Background: an optimization exercise with open tools, aiming at small area and few clock cycles. Do not read the settings as production practice.
Function was not checked in any run shown here: the RTL went through the layout flow alone.

==> design.v <==
package lpse_pkg;
	localparam logic       CFG_HUE_MODE  = 1'b0;
	localparam logic       CFG_GRB_ORDER = 1'b1;
	localparam logic [7:0] HUE_SPAN      = 8'd43;
	localparam logic [3:0] LAST_PIX_IDX  = 4'd11;
	localparam logic [3:0] LAST_LATCH_IDX = 4'd14;
	localparam logic [3:0] LAST_STEP     = 4'd11;
endpackage
module led_pixel_spi_encoder_core (
	input  logic                 clk,
	input  logic                 arst_n,
	input  logic                 psel,
	input  logic                 penable,
	input  logic                 pwrite,
	input  logic [2:0]           paddr,
	input  logic [31:0]          pwdata,
	output logic [31:0]          prdata,
	output logic                 pready,
	input  logic                 pix_valid,
	output logic                 pix_stall,
	input  logic [24:0]          pix,
	output logic                 spi_valid,
	input  logic                 spi_stall,
	output logic [8:0]           spi
);
	logic hue_mode_q, grb_order_q;
	assign pready = 1'b1;
	always_ff @(posedge clk or negedge arst_n) begin
		if (!arst_n) begin
			hue_mode_q  <= 1'b0;
			grb_order_q <= 1'b1;
		end else if (psel && penable && pwrite) begin
			if (paddr[2] == lpse_pkg::CFG_GRB_ORDER) grb_order_q <= pwdata[0];
			else                                     hue_mode_q  <= pwdata[0];
		end
	end
	assign prdata = {31'd0, (paddr[2] == lpse_pkg::CFG_GRB_ORDER) ? grb_order_q : hue_mode_q};
	logic [7:0] h_i, s_i, v_i;
	logic       last_i;
	assign h_i    = pix[24:17];
	assign s_i    = pix[16:9];
	assign v_i    = pix[8:1];
	assign last_i = pix[0];
	logic [2:0] rgn;
	logic [7:0] rem, rem_sel, rem_q;
	function automatic logic ge_const(input logic [7:0] a, input logic [7:0] k);
		logic g;
		g = 1'b1;
		for (int i = 0; i < 8; i++) g = k[i] ? (a[i] && g) : (a[i] || g);
		ge_const = g;
	endfunction
	function automatic logic [9:0] add3(input logic [9:0] a, input logic [9:0] b,
			input logic [9:0] c);
		logic [9:0] s, cy, r;
		logic       k;
		s  = a ^ b ^ c;
		cy = {((a[8:0] & b[8:0]) | (a[8:0] & c[8:0]) | (b[8:0] & c[8:0])), 1'b0};
		k  = 1'b0;
		for (int i = 0; i < 10; i++) begin
			r[i] = s[i] ^ cy[i] ^ k;
			k    = (s[i] & cy[i]) | (s[i] & k) | (cy[i] & k);
		end
		add3 = r;
	endfunction
	function automatic logic [10:0] add4_csel(input logic [10:0] a, input logic [10:0] b,
			input logic [10:0] c, input logic [10:0] d);
		logic [10:0] s1, c1, s2, c2, r, r0, r1;
		logic        k, k0, k1;
		s1 = a ^ b ^ c;
		c1 = {((a[9:0] & b[9:0]) | (a[9:0] & c[9:0]) | (b[9:0] & c[9:0])), 1'b0};
		s2 = s1 ^ c1 ^ d;
		c2 = {((s1[9:0] & c1[9:0]) | (s1[9:0] & d[9:0]) | (c1[9:0] & d[9:0])), 1'b0};
		k  = 1'b0;
		for (int i = 0; i < 6; i++) begin
			r[i] = s2[i] ^ c2[i] ^ k;
			k    = (s2[i] & c2[i]) | (s2[i] & k) | (c2[i] & k);
		end
		k0 = 1'b0;
		k1 = 1'b1;
		r0 = '0;
		r1 = '0;
		for (int i = 6; i < 11; i++) begin
			r0[i] = s2[i] ^ c2[i] ^ k0;
			k0    = (s2[i] & c2[i]) | (s2[i] & k0) | (c2[i] & k0);
			r1[i] = s2[i] ^ c2[i] ^ k1;
			k1    = (s2[i] & c2[i]) | (s2[i] & k1) | (c2[i] & k1);
		end
		r[10:6] = k ? r1[10:6] : r0[10:6];
		add4_csel = r;
	endfunction
	logic [4:0] ge;
	logic [6:0] neg_rgn;
	logic [9:0] rem3;
	always_comb begin
		ge[0] = ge_const(h_i, 8'(1 * lpse_pkg::HUE_SPAN));
		ge[1] = ge_const(h_i, 8'(2 * lpse_pkg::HUE_SPAN));
		ge[2] = ge_const(h_i, 8'(3 * lpse_pkg::HUE_SPAN));
		ge[3] = ge_const(h_i, 8'(4 * lpse_pkg::HUE_SPAN));
		ge[4] = ge_const(h_i, 8'(5 * lpse_pkg::HUE_SPAN));
		rgn[2] = ge[3];
		rgn[1] = ge[1] && !ge[3];
		rgn[0] = (ge[0] && !ge[1]) || (ge[2] && !ge[3]) || ge[4];
		unique case (rgn)
			3'd0:    neg_rgn = 7'd0;
			3'd1:    neg_rgn = 7'd127;
			3'd2:    neg_rgn = 7'd126;
			3'd3:    neg_rgn = 7'd125;
			3'd4:    neg_rgn = 7'd124;
			default: neg_rgn = 7'd123;
		endcase
		rem3    = add3({3'd0, h_i[6:0]}, {3'd0, h_i[5:0], 1'b0}, {3'd0, neg_rgn});
		rem     = {rem3[6:0], 1'b0};
		rem_sel = rgn[0] ? rem : ~rem;
	end
	always_ff @(posedge clk) begin
		rem_q <= rem_sel;
	end
	logic        busy_q, last_q, ok_q;
	logic [3:0]  cnt_q;
	logic [23:0] word_q;
	logic [7:0]  acc_q;
	logic        adv, ok, fin, ser_done, take, conv, wr;
	logic [3:0]  cnt_inc;
	logic        cnt_ge11, step;
	assign cnt_inc  = {cnt_q[3] ^ (&cnt_q[2:0]), cnt_q[2] ^ (&cnt_q[1:0]), cnt_q[1] ^ cnt_q[0], !cnt_q[0]};
	assign cnt_ge11 = cnt_q[3] && (cnt_q[2] || (cnt_q[1] && cnt_q[0]));
	assign fin      = (cnt_q == (last_q ? lpse_pkg::LAST_LATCH_IDX : lpse_pkg::LAST_PIX_IDX));
	assign ser_done = busy_q && !spi_stall && fin;
	assign ok       = (cnt_q == 4'd0) ? pix_valid : ok_q;
	assign conv     = !hue_mode_q || (ok && cnt_ge11);
	assign take     = pix_valid && conv && (busy_q ? ser_done : 1'b1);
	assign pix_stall = !take;
	assign adv      = busy_q ? !spi_stall : (pix_valid && hue_mode_q);
	assign step     = (cnt_q[3:2] == 2'd2) ? (cnt_q[1:0] != 2'd3) :
		(cnt_q[3:2] != 2'd3 && cnt_q[1:0] != 2'd0);
	assign wr       = adv && hue_mode_q && step;
	logic [3:0] cnt_n;
	always_comb begin
		if (take || ser_done || (!busy_q && !pix_valid)) cnt_n = '0;
		else if (adv)                                     cnt_n = cnt_inc;
		else                                              cnt_n = cnt_q;
	end
	always_ff @(posedge clk or negedge arst_n) begin
		if (!arst_n) begin
			busy_q <= 1'b0;
			cnt_q  <= '0;
		end else begin
			cnt_q  <= cnt_n;
			if (take)                                 busy_q <= 1'b1;
			else if (ser_done || (!busy_q && !pix_valid)) busy_q <= 1'b0;
		end
	end
	always_ff @(posedge clk) begin
		if (take) begin
			last_q <= last_i;
			ok_q   <= 1'b0;
		end else if (ser_done || (!busy_q && !pix_valid)) begin
			ok_q   <= 1'b0;
		end else if (adv) begin
			ok_q   <= ok;
		end
	end
	logic [7:0]  mcand, acc_in, prod, acc_n, gm;
	logic [2:0]  grp_n, grp_q;
	logic [10:0] sum;
	always_comb begin
		unique case (cnt_q[3:2])
			2'd0:    begin mcand = rem_q; acc_in = acc_q;         end
			2'd1:    begin mcand = v_i;   acc_in = word_q[23:16]; end
			default: begin mcand = v_i;   acc_in = acc_q;         end
		endcase
		if (cnt_q[1:0] == ((cnt_q[3:2] == 2'd2) ? 2'd0 : 2'd1)) acc_in = 8'd0;
		sum  = add4_csel({3'd0, acc_in}, {3'd0, mcand & {8{grp_q[0]}}},
			{2'd0, mcand & {8{grp_q[1]}}, 1'b0}, {1'b0, mcand & {8{grp_q[2]}}, 2'b00});
		prod = sum[10:3];
	end
	assign acc_n = (wr && cnt_q[3:2] != 2'd1) ? prod : acc_q;
	always_comb begin
		unique case (cnt_n[3:2])
			2'd0:    gm = s_i;
			2'd1:    gm = ~acc_q;
			default: gm = ~s_i;
		endcase
		unique case ((cnt_n[3:2] == 2'd2) ? cnt_n[1:0] : 2'(cnt_n[1:0] - 2'd1))
			2'd0:    grp_n = {gm[1:0], 1'b0};
			2'd1:    grp_n = gm[4:2];
			default: grp_n = gm[7:5];
		endcase
	end
	always_ff @(posedge clk) begin
		acc_q <= acc_n;
		grp_q   <= grp_n;
	end
	logic [7:0] r_n, g_n, b_n, p_n, qt_n;
	logic [23:0] word_n;
	assign p_n  = acc_q;
	assign qt_n = word_q[23:16];
	always_comb begin
		r_n = h_i;
		g_n = s_i;
		b_n = v_i;
		if (hue_mode_q) begin
			if (s_i == 8'd0) begin
				r_n = v_i; g_n = v_i; b_n = v_i;
			end else begin
				unique case (rgn)
					3'd0:    begin r_n = v_i;  g_n = qt_n; b_n = p_n;  end
					3'd1:    begin r_n = qt_n; g_n = v_i;  b_n = p_n;  end
					3'd2:    begin r_n = p_n;  g_n = v_i;  b_n = qt_n; end
					3'd3:    begin r_n = p_n;  g_n = qt_n; b_n = v_i;  end
					3'd4:    begin r_n = qt_n; g_n = p_n;  b_n = v_i;  end
					default: begin r_n = v_i;  g_n = p_n;  b_n = qt_n; end
				endcase
			end
		end
		word_n = grb_order_q ? {g_n, r_n, b_n} : {r_n, g_n, b_n};
	end
	always_ff @(posedge clk) begin
		if (take) begin
			word_q <= word_n;
		end else if (wr && cnt_q[3:2] == 2'd1) begin
			word_q[23:16] <= prod;
		end
	end
	logic [1:0] bits;
	logic       latch_byte;
	always_comb begin
		unique case (cnt_q)
			4'd0:    bits = word_q[23:22];
			4'd1:    bits = word_q[21:20];
			4'd2:    bits = word_q[19:18];
			4'd3:    bits = word_q[17:16];
			4'd4:    bits = word_q[15:14];
			4'd5:    bits = word_q[13:12];
			4'd6:    bits = word_q[11:10];
			4'd7:    bits = word_q[9:8];
			4'd8:    bits = word_q[7:6];
			4'd9:    bits = word_q[5:4];
			4'd10:   bits = word_q[3:2];
			4'd11:   bits = word_q[1:0];
			default: bits = 2'b00;
		endcase
	end
	assign latch_byte = cnt_q[3] && cnt_q[2];
	assign spi_valid  = busy_q;
	assign spi = {!latch_byte, bits[1], 2'b00, !latch_byte, bits[0],
		2'b00, fin};
endmodule
==> flow/run.sh <==
#!/bin/bash
# Standard ORFS layout, with the port buffers made from the smallest buffer cell.
set -euo pipefail
export BUFFER_PORTS_ARGS="-buffer_cell sky130_fd_sc_hd__buf_1"
bash standard.sh > standard_flow.log 2>&1
==> standard.sh <==
#!/bin/bash
# synth_recipe.tcl (not shown) runs the flow's synth.tcl, then flattens the netlist and writes it again
# the make line also repeats each setting of config.mk as NAME=value (left out here)
make -C /OpenROAD-flow-scripts/flow DESIGN_CONFIG=/design/flow/config.mk WORK_HOME=/design/flow/orfs CLKGATE_MAP_FILE= SYNTH_SCRIPT=/design/flow/synth_recipe.tcl "${@:-finish}"
==> config.mk <==
export PLATFORM = sky130hd
export DESIGN_NAME = led_pixel_spi_encoder_core
export DESIGN_NICKNAME = led_pixel_spi_encoder_core
export VERILOG_FILES = /design/flow/design.v
export SDC_FILE = /design/flow/constraint.sdc
export NUM_CORES = 4
export LEC_CHECK = 0
export CAP_MARGIN = 20
export CORE_MARGIN = 2
export CORE_UTILIZATION = 40
export CTS_BUF_LIST = sky130_fd_sc_hd__clkbuf_8
export SETUP_SLACK_MARGIN = 0.05
export SLEW_MARGIN = 20
==> constraint.sdc <==
create_clock -name core_clock -period 5.5 [get_ports {clk}]
set_input_delay 1.1000 -clock core_clock [delete_from_list [all_inputs] [get_ports {clk}]]
set_output_delay 1.1000 -clock core_clock [all_outputs]
set_load 0.01 [all_outputs]
==> results of run 1 <==
synth_stat cells, drive strengths merged, types with 4 or more instances:
library cell,n,share of area [%]
a211oi,6,0.87
or2,7,0.85
and2,4,0.48
a21o,5,0.87
nand2b,7,0.85
o221a,5,1.1
o31ai,4,0.85
o21bai,4,0.58
dfrtp,6,2.9
nand3,11,1.1
nor3,20,1.9
dfxtp,12,4.6
o22ai,4,0.48
a221oi,9,1.5
nor2,39,3.0
fa,26,10
xor2,4,0.82
nand2,49,3.6
a222oi,17,3.3
xnor2,15,2.5
a31oi,11,1.3
or3,4,0.48
o211ai,6,0.87
a22oi,4,0.58
o21ai,18,1.9
edfxtp,33,19
a21oi,40,4.0
inv,36,2.6
clkbuf,15,1.1
ha,17,4.1
buf,46,6.5
mux2i,13,2.5
o21a,7,1.0
nor2b,30,3.6
layout by cell type, fill, tap and decap left out, drive strengths merged, types with 3 or more instances in the layout:
cell / n
or2: 7
o21ai: 18
nor3b: 3
a221oi: 9
o22ai: 4
nand2: 49
fa: 26
clkbuf: 5
xnor2: 15
or3: 4
and2: 4
a21boi: 3
inv: 37
a2111oi: 3
mux2i: 13
a21o: 5
ha: 17
nor2: 39
o21bai: 4
a222oi: 17
buf: 66
a2bb2oi: 3
nand2b: 7
nor3: 20
o221a: 5
nand3: 11
a311o: 3
a31oi: 11
conb: 36
dfrtp: 6
o31ai: 4
nor2b: 30
o21a: 7
a22oi: 4
a211oi: 6
edfxtp: 33
o211ai: 6
dfxtp: 12
a21oi: 40
xor2: 4
layer usage:
metal / part of all wire [%] / wire (um) / GRT usage [%] / vias up
met5: 0 / 0 / 0 / -
met4: 2.3 / 336 / 7.15 / 0
met3: 6.6 / 985 / 3.20 / 31
met2: 49 / 7350 / 36.3 / 194
met1: 42 / 6260 / 28.3 / 2230
li1: - / - / - / 2131
sequential cells by signal (all words and copies together) (netlist names):
signal       cells
word_q          24
acc_q            8
rem_q            8
cnt_q            4
grp_q            3
busy_q           1
grb_order_q      1
hue_mode_q       1
last_q           1
ok_q             1
worst paths after layout:
check | startpoint | endpoint | slack [ns]
max | pix[3] | word_q[22] | 0.35
min | ok_q | ok_q | 0.53
max reg2reg | cnt_q[2] | word_q[22] | 0.40
min reg2reg | ok_q | ok_q | 0.53
max in group asynchronous | arst_n | grb_order_q | 4.50
min in group asynchronous | arst_n | cnt_q[1] | 0.67
cell families (layout without fill, tap and decap cells):
logic type,after synthesis,count (layout)
XOR/XNOR,19,19
multiplexers,15,15
flip-flops,52,52
adder cells (fa/ha/maj),43,43
AO/OA/AOI/OAI,163,163
other,2,36
AND/OR/NAND/NOR,186,186
buffers and inverters,98,111
tightest hold or removal path: stages (launching register included):
cell and delay, ns:
dfxtp_1 0.36, mux2i_1 0.07, nor2_1 0.07
stage by stage:
stage	cell area (sq um)
2_1_floorplan	5300
3_3_place_gp	5480
3_5_place_dp	5480
4_1_cts	5560
5_1_grt	5580
6_report	5580
cell type report:
cell class | instances | area share [%]
clock buffers | 5 | 1.23
clock inverters | 3 | 0.292
inverters | 37 | 2.49
multi-input cells | 462 | 60.8
flip-flops and latches | 52 | 25.3
well taps | 172 | 3.86
repair buffers | 66 | 6.12
==> results.sh, run 1 <==
export IMPL_synth_xor_area_share_pct=3.36
export IMPL_dr_pass1_iters=9
export IMPL_die_w_um=118
export IMPL_pre_cts_slack_ns=0.00314
export IMPL_finalCriticalPeriod_ns=5.15
export IMPL_path_class="primary input to register"
export IMPL_cts_hold_buf=0
export IMPL_dpl_hpwl_mm=11.8
export IMPL_fillers=1266
export IMPL_cp_start_kind="primary input"
export IMPL_coreArea_sq_um=12600
export IMPL_antenna_left=0
export IMPL_layout_drive_gt1_share_pct=9.76
export IMPL_yosys_area_share_adder_pct=14.2
export IMPL_die_y_um=118
export IMPL_synth_warnings=1
export IMPL_seqCellArea_sq_um=1410
export IMPL_antenna_found_initial=0
export IMPL_fp_dieArea_sq_um=13900
export IMPL_synth_compound_area_share_pct=23.7
export IMPL_rows=41
export IMPL_synth_mux_area_share_pct=2.95
export IMPL_rsz0062_at_grt="no"
export IMPL_wire_per_inst_um=18.7
export IMPL_worst_pin_slew_ns=1.11
export IMPL_yosys_area_share_simple_pct=18.1
export IMPL_ys_seq_area_share_pct=27.2
export IMPL_clk_transition_reported_paths_ns=0.11
export IMPL_post_cts_buffers=0
export IMPL_path_common_cell="fa_1"
export IMPL_first_iter_violations=443
export IMPL_synth_seq_cells=52
export IMPL_placement_io_buffers=41
export IMPL_timing_hold_violations_final=0
export IMPL_grt_max_degree=28
export IMPL_setup_violations=0
export IMPL_synth_top_family_by_area="compound AO/OA/AOI/OAI gates"
export IMPL_dr_total_vias=4586
export IMPL_hold_path_class="register to register"
export IMPL_vias_per_cell=5.75
export IMPL_gr_total_overflow=0
export IMPL_cts_root_buf="clkbuf_8"
export IMPL_cp_buffers_inverters=2
export IMPL_cap_violations=0
export IMPL_synth_area_sq_um=5170
export IMPL_pin_count=111
export IMPL_ff2ff_path_depth=18
export IMPL_period_share_pct=93.7
export IMPL_worst_slack_ns=0.348
export IMPL_async_flop_share_pct=13.5
export IMPL_cp_max_fo=3
export IMPL_finalClockSkew_ns=0.0117
export IMPL_h_tree_depth=2
export IMPL_synth_distinct_cells=74
export IMPL_required_ns=5.64
export IMPL_slew_viol_final=0
export IMPL_outcome="timing/DRC/antenna clean"
export IMPL_clk_insertion_delay_late_ns=0.32
export IMPL_synth_edf_count=33
export IMPL_tns_ns=0
export IMPL_critPathCaptureType="register"
export IMPL_maxSlewHeadroom_pct=25.7
export IMPL_fin_util_pct=44.2
export IMPL_gp_congestion=0.963
export IMPL_grt_pass1_vias=4494
export IMPL_cts_buffers=5
export IMPL_cp_depth=18
export IMPL_instances_no_fill=797
export IMPL_multiInputGateArea_sq_um=3390
export IMPL_hold_ws_ns=0.529
export IMPL_area_growth_syn_to_layout_pct=7.84
export IMPL_drcViolationCount=0
export IMPL_postSynthAreaPerCell_sq_um=8.95
export IMPL_clk_path_buf_depth=2
export IMPL_slowest_stage="fa_1"
export IMPL_worst_ep_arrival_time_ns=5.30
export IMPL_grtUsageTotal_pct=21.5
export IMPL_synth_cells=578
export IMPL_cp_top_family="adder cells"
export IMPL_synth_flop_cell="edfxtp_1"
export IMPL_slowest_delay_ns=0.51
export IMPL_nNetsFinal=734
export IMPL_timing_fmax_mhz=194
export IMPL_start_util_pct=41.0
export IMPL_cts_tree="yes"
export IMPL_antenna_cells=0
export IMPL_clock_sinks=52
export IMPL_crit_chain="buf_1 -> mux2i_1 -> nor2b_1 -> fa_1 -> inv_1 -> fa_1 -> nand3b_1 -> nor4_1 -> fa_1 -> fa_1 -> fa_1 -> or2_2 -> a31oi_1 -> nor2_1 -> nor2_1 -> xnor2_1 -> nor2_1 -> a311oi_1"
export IMPL_place_inst=789
export IMPL_grt_pass1_wl_mm=24.0
export IMPL_hold_depth=2
export IMPL_post_cts_resized=0
export IMPL_wl_mm=14.9
==> run 2: changes to the inputs <==
--- a/design.v
+++ b/design.v
@@ -133,11 +133,5 @@
 	assign adv      = busy_q ? !spi_stall : (pix_valid && hue_mode_q);
-	assign step     = (cnt_q[3:2] == 2'd2) ? (cnt_q[1:0] != 2'd3) :
-		(cnt_q[3:2] != 2'd3 && cnt_q[1:0] != 2'd0);
+	assign step     = (cnt_q[3:2] == 2'd0) ? (cnt_q[1:0] != 2'd0) :
+		(cnt_q[3:2] != 2'd3 && cnt_q[1:0] != 2'd3);
 	assign wr       = adv && hue_mode_q && step;
-	logic [3:0] cnt_n;
-	always_comb begin
-		if (take || ser_done || (!busy_q && !pix_valid)) cnt_n = '0;
-		else if (adv)                                     cnt_n = cnt_inc;
-		else                                              cnt_n = cnt_q;
-	end
 	always_ff @(posedge clk or negedge arst_n) begin
@@ -146,6 +140,10 @@
 			cnt_q  <= '0;
-		end else begin
-			cnt_q  <= cnt_n;
-			if (take)                                 busy_q <= 1'b1;
-			else if (ser_done || (!busy_q && !pix_valid)) busy_q <= 1'b0;
+		end else if (take) begin
+			busy_q <= 1'b1;
+			cnt_q  <= '0;
+		end else if (ser_done || (!busy_q && !pix_valid)) begin
+			busy_q <= 1'b0;
+			cnt_q  <= '0;
+		end else if (adv) begin
+			cnt_q  <= cnt_inc;
 		end
@@ -162,32 +160,25 @@
 	end
-	logic [7:0]  mcand, acc_in, prod, acc_n, gm;
-	logic [2:0]  grp_n, grp_q;
+	logic [1:0]  gi;
+	logic [7:0]  mcand, mplier, acc_in, prod;
+	logic [2:0]  g;
 	logic [10:0] sum;
 	always_comb begin
+		gi = (cnt_q[3:2] == 2'd0) ? 2'(cnt_q[1:0] - 2'd1) : cnt_q[1:0];
 		unique case (cnt_q[3:2])
-			2'd0:    begin mcand = rem_q; acc_in = acc_q;         end
-			2'd1:    begin mcand = v_i;   acc_in = word_q[23:16]; end
-			default: begin mcand = v_i;   acc_in = acc_q;         end
-		endcase
-		if (cnt_q[1:0] == ((cnt_q[3:2] == 2'd2) ? 2'd0 : 2'd1)) acc_in = 8'd0;
-		sum  = add4_csel({3'd0, acc_in}, {3'd0, mcand & {8{grp_q[0]}}},
-			{2'd0, mcand & {8{grp_q[1]}}, 1'b0}, {1'b0, mcand & {8{grp_q[2]}}, 2'b00});
+			2'd0:    begin mcand = rem_q; mplier = s_i;    acc_in = acc_q;         end
+			2'd1:    begin mcand = v_i;   mplier = ~acc_q; acc_in = word_q[23:16]; end
+			default: begin mcand = v_i;   mplier = ~s_i;   acc_in = acc_q;         end
+		endcase
+		if (gi == 2'd0) acc_in = 8'd0;
+		unique case (gi)
+			2'd0:    g = {mplier[1:0], 1'b0};
+			2'd1:    g = mplier[4:2];
+			default: g = mplier[7:5];
+		endcase
+		sum  = add4_csel({3'd0, acc_in}, {3'd0, mcand & {8{g[0]}}},
+			{2'd0, mcand & {8{g[1]}}, 1'b0}, {1'b0, mcand & {8{g[2]}}, 2'b00});
 		prod = sum[10:3];
 	end
-	assign acc_n = (wr && cnt_q[3:2] != 2'd1) ? prod : acc_q;
-	always_comb begin
-		unique case (cnt_n[3:2])
-			2'd0:    gm = s_i;
-			2'd1:    gm = ~acc_q;
-			default: gm = ~s_i;
-		endcase
-		unique case ((cnt_n[3:2] == 2'd2) ? cnt_n[1:0] : 2'(cnt_n[1:0] - 2'd1))
-			2'd0:    grp_n = {gm[1:0], 1'b0};
-			2'd1:    grp_n = gm[4:2];
-			default: grp_n = gm[7:5];
-		endcase
-	end
-	always_ff @(posedge clk) begin
-		acc_q <= acc_n;
-		grp_q   <= grp_n;
+	always_ff @(posedge clk) begin
+		if (wr && cnt_q[3:2] != 2'd1) acc_q <= prod;
 	end
--- a/config.mk
+++ b/config.mk
@@ -9,5 +9,6 @@
 export CORE_MARGIN = 2
-export CORE_UTILIZATION = 40
+export CORE_UTILIZATION = 50
 export CTS_BUF_LIST = sky130_fd_sc_hd__clkbuf_8
-export SETUP_SLACK_MARGIN = 0.05
+export PLACE_DENSITY = 0.8
+export SETUP_SLACK_MARGIN = 0.1
 export SLEW_MARGIN = 20
==> run 2 against run 1 <==
Effect of this change:
- synthesized area shrank 5.4%
- core utilization grew 11 points
- critical path type is now register to register
==> results.sh, run 2 <==
export IMPL_coreArea_sq_um=9640
export IMPL_crit_start="cnt_q[0]"
export IMPL_dpl_hpwl_mm=10.5
export IMPL_cts_hold_buf=0
export IMPL_maxSlewHeadroom_pct=31.7
export IMPL_worst_pin_slew_ns=1.02
export IMPL_h_tree_depth=2
export IMPL_postSynthAreaPerCell_sq_um=9.22
export IMPL_timing_fmax_mhz=185
export IMPL_fillers=875
export IMPL_nNetsFinal=691
export IMPL_grtUsageTotal_pct=26.7
export IMPL_required_ns=5.56
export IMPL_synth_cells=531
export IMPL_gr_total_overflow=0
export IMPL_dr_total_vias=4367
export IMPL_dpl_cell_area_sq_um=5180
export IMPL_synth_area_sq_um=4900
export IMPL_area_growth_syn_to_layout_pct=9.66
export IMPL_wl_mm=13.7
export IMPL_final_cell_mix="51 x nor2_1, 47 x nand2_1, 41 x buf_1"
export IMPL_period_share_pct=98.3
export IMPL_tns_ns=0
export IMPL_critPathCaptureType="register"
export IMPL_cap_violations=0
export IMPL_cp_start_kind="register"
export IMPL_clk_path_buf_depth=2
export IMPL_placement_io_buffers=41
export IMPL_vias_per_cell=6.11
export IMPL_largest_reg_flops=24
export IMPL_design_area_sq_um=5370
export IMPL_r2r_start="cnt_q[0]"
export IMPL_cp_max_fo=4
export IMPL_cts_tree="yes"
export IMPL_slew_viol_final=0
export IMPL_dr_pass1_iters=6
export IMPL_worst_ep_arrival_time_ns=5.47
export IMPL_final_common_cell="nor2_1"
export IMPL_grt_max_degree=35
export IMPL_cts_root_buf="clkbuf_8"
export IMPL_dr_wl_met2_mm=6.49
export IMPL_cts_buffers=5
export IMPL_grt_pass1_vias=4165
export IMPL_rsz0062_at_grt="yes"
export IMPL_wl_met1_mm=5.28
export IMPL_die_w_um=103
export IMPL_pin_count=111
export IMPL_synthTopCellsByCount="54 x nor2_1, 48 x nand2_1, 43 x buf_4"
export IMPL_finalCriticalPeriod_ns=5.41
export IMPL_fin_util_pct=55.7
export IMPL_clk_insertion_delay_late_ns=0.31
export IMPL_antenna_found_initial=0
export IMPL_synth_seq_cells=49
export IMPL_async_flop_share_pct=14.3
export IMPL_antenna_left=0
export IMPL_drcViolationCount=0
export IMPL_synth_edf_count=33
export IMPL_fp_dieArea_sq_um=10600
export IMPL_ys_seq_area_share_pct=27.5
export IMPL_rows=36
export IMPL_outcome="timing/DRC/antenna clean"
export IMPL_path_class="register to register"
export IMPL_synthTopCellsByArea="edfxtp_1 20%, fa_1 11%, buf_4 6.6%"
export IMPL_clk_transition_reported_paths_ns=0.09
export IMPL_synth_distinct_cells=75
export IMPL_synth_flop_cell="edfxtp_1"
export IMPL_synthMostInstantiatedCell="nor2_1"
export IMPL_hold_path_class="register to register"
export IMPL_wire_per_inst_um=19.2
export IMPL_grt_pass1_wl_mm=21.8
export IMPL_largestRegisters="word_q (24), acc_q (8), rem_q (8)"
export IMPL_layout_drive_gt1_share_pct=14.8
export IMPL_finalClockSkew_ns=0.00655
export IMPL_clock_sinks=49
export IMPL_timing_hold_violations_final=0
export IMPL_rrSetupSlack_ns=0.09
export IMPL_setup_violations=0
export IMPL_hp_start="ok_q"
export IMPL_gp_congestion=1.03
export IMPL_largest_register="word_q"
export IMPL_first_iter_violations=418
export IMPL_met3WireLength_mm=1.39
export IMPL_antenna_cells=0
export IMPL_synth_warnings=1
export IMPL_start_util_pct=50.8
export IMPL_synth_top_cell_by_area="edfxtp_1"
export IMPL_top_layer="met4"
export IMPL_die_y_um=103
export IMPL_yosys_area_top_type_share_pct=20.2
## run 2: changes by cell type in the layout (fill, tap and decap cells not counted), sizes merged, moves of 8 or more
cell	delta
a22o	+8
nor3	-15
a21oi	-16
mux2i	+12
a222oi	-14
nor2b	-27
nor2	+17
## run 2: through the flow
stage                     hold WS, ns  worst slack (ns)  cells
after floorplan                 0.464            0.0885    565
after global placement          0.479           -0.0503    702
after detailed placement        0.518            -0.110    702
after CTS                       0.540            0.0781    713
after global routing            0.580            -0.130    715
final                           0.541            0.0935    715
## run 2: timing repair
item / in CTS / in global routing
resized for setup: 4 / 9
endpoints found under the setup margin: 3 / 4
setup buffers: 3 / 2
pin swaps: 5 / 4
gates cloned: 0 / 0
## run 2: worst max-delay path, cell delays in order (launching register included)
cell and delay (ns):
dfrtp_1 0.43, inv_6 0.06, ha_4 0.28, or3b_4 0.43
nor2_4 0.10, a21oi_2 0.05, a2bb2oi_1 0.15, o211ai_1 0.21
nor2_1 0.11, fa_1 0.53, inv_1 0.05, fa_1 0.48
nand3b_1 0.12, nor3_2 0.05, fa_2 0.35, fa_2 0.35
fa_2 0.34, or2_4 0.27, a31oi_4 0.19, buf_6 0.14
xnor2_4 0.07, and2_1 0.16, a221o_1 0.25
## run 2: final cells by class
type | instances | area [sq um] | share of cell area [%]
Multi-Input combinational cell | 424 | 3260 | 60.7
Sequential cell | 49 | 1350 | 25.1
Timing Repair Buffer | 73 | 398 | 7.41
Tap cell | 133 | 166 | 3.10
Inverter | 28 | 113 | 2.10
Clock buffer | 5 | 68.8 | 1.28
Clock inverter | 3 | 17.5 | 0.326
## run 2: final timing paths
| kind | end | cells past startpoint |
|---|---|---|
| max in group asynchronous | grb_order_q | 1 |
| hold / removal | ok_q | 2 |
| min in group asynchronous | hue_mode_q | 1 |
| setup / recovery | word_q[21] | 22 |
| hold reg to reg | ok_q | 2 |
| setup reg to reg | word_q[21] | 22 |
## run 2: cells by family (layout without fill, tap and decap cells)
family / after synthesis / after routing / share of synthesized area, %
AO/OA/AOI/OAI: 142 / 142 / 21.4
XOR/XNOR: 16 / 16 / 3.02
adder cells (fa/ha/maj): 43 / 43 / 15.0
buffers and inverters: 92 / 109 / 10.9
flip-flops: 49 / 49 / 27.5
multiplexers: 30 / 30 / 6.26
other: 2 / 36 / 0.153
AND/OR/NAND/NOR: 157 / 157 / 15.8
## run 2: layer usage
metal  vias up  track usage (%)
li1       1951                -
met1      2097             35.9
met2       272             44.3
met3        47             3.32
met4         0             10.0
met5         -                0

## afterwards: timing with drivers on the ports
The results above use ideal ports. As a check the final layouts listed here were re-extracted and re-timed, cells and wires unchanged.
Step 1: set_driving_cell puts a clkbuf_16 on clk and a buf_2 on each other input, an assumption about the parent block.
Step 2 times the ports against the registers' clock, not the clock port: input delays grow and output delays shrink by t, the midpoint of the rising clock arrivals with the driver on.
Three values: no drivers, after step 1, after step 2; two values: the first two.
run | t, ns | setup WS [ns] | worst setup path at the end | latest minus earliest clock arrival (ns) | slew at the worst register clock pin (ns)
run 1 | 0.350 | 0.348 / 0.362 / 0.011 | input to register | 0.011 / 0.011 | 0.11 / 0.11
run 2 | 0.336 | 0.093 / 0.093 / -0.132 | input to register | 0.006 / 0.006 | 0.10 / 0.10
With both steps, setup timing fails in run 2, where it was met with ideal ports. The setup slack of run 1, which loses most, moves by +0.014 ns with the drivers and by -0.337 ns with both steps.
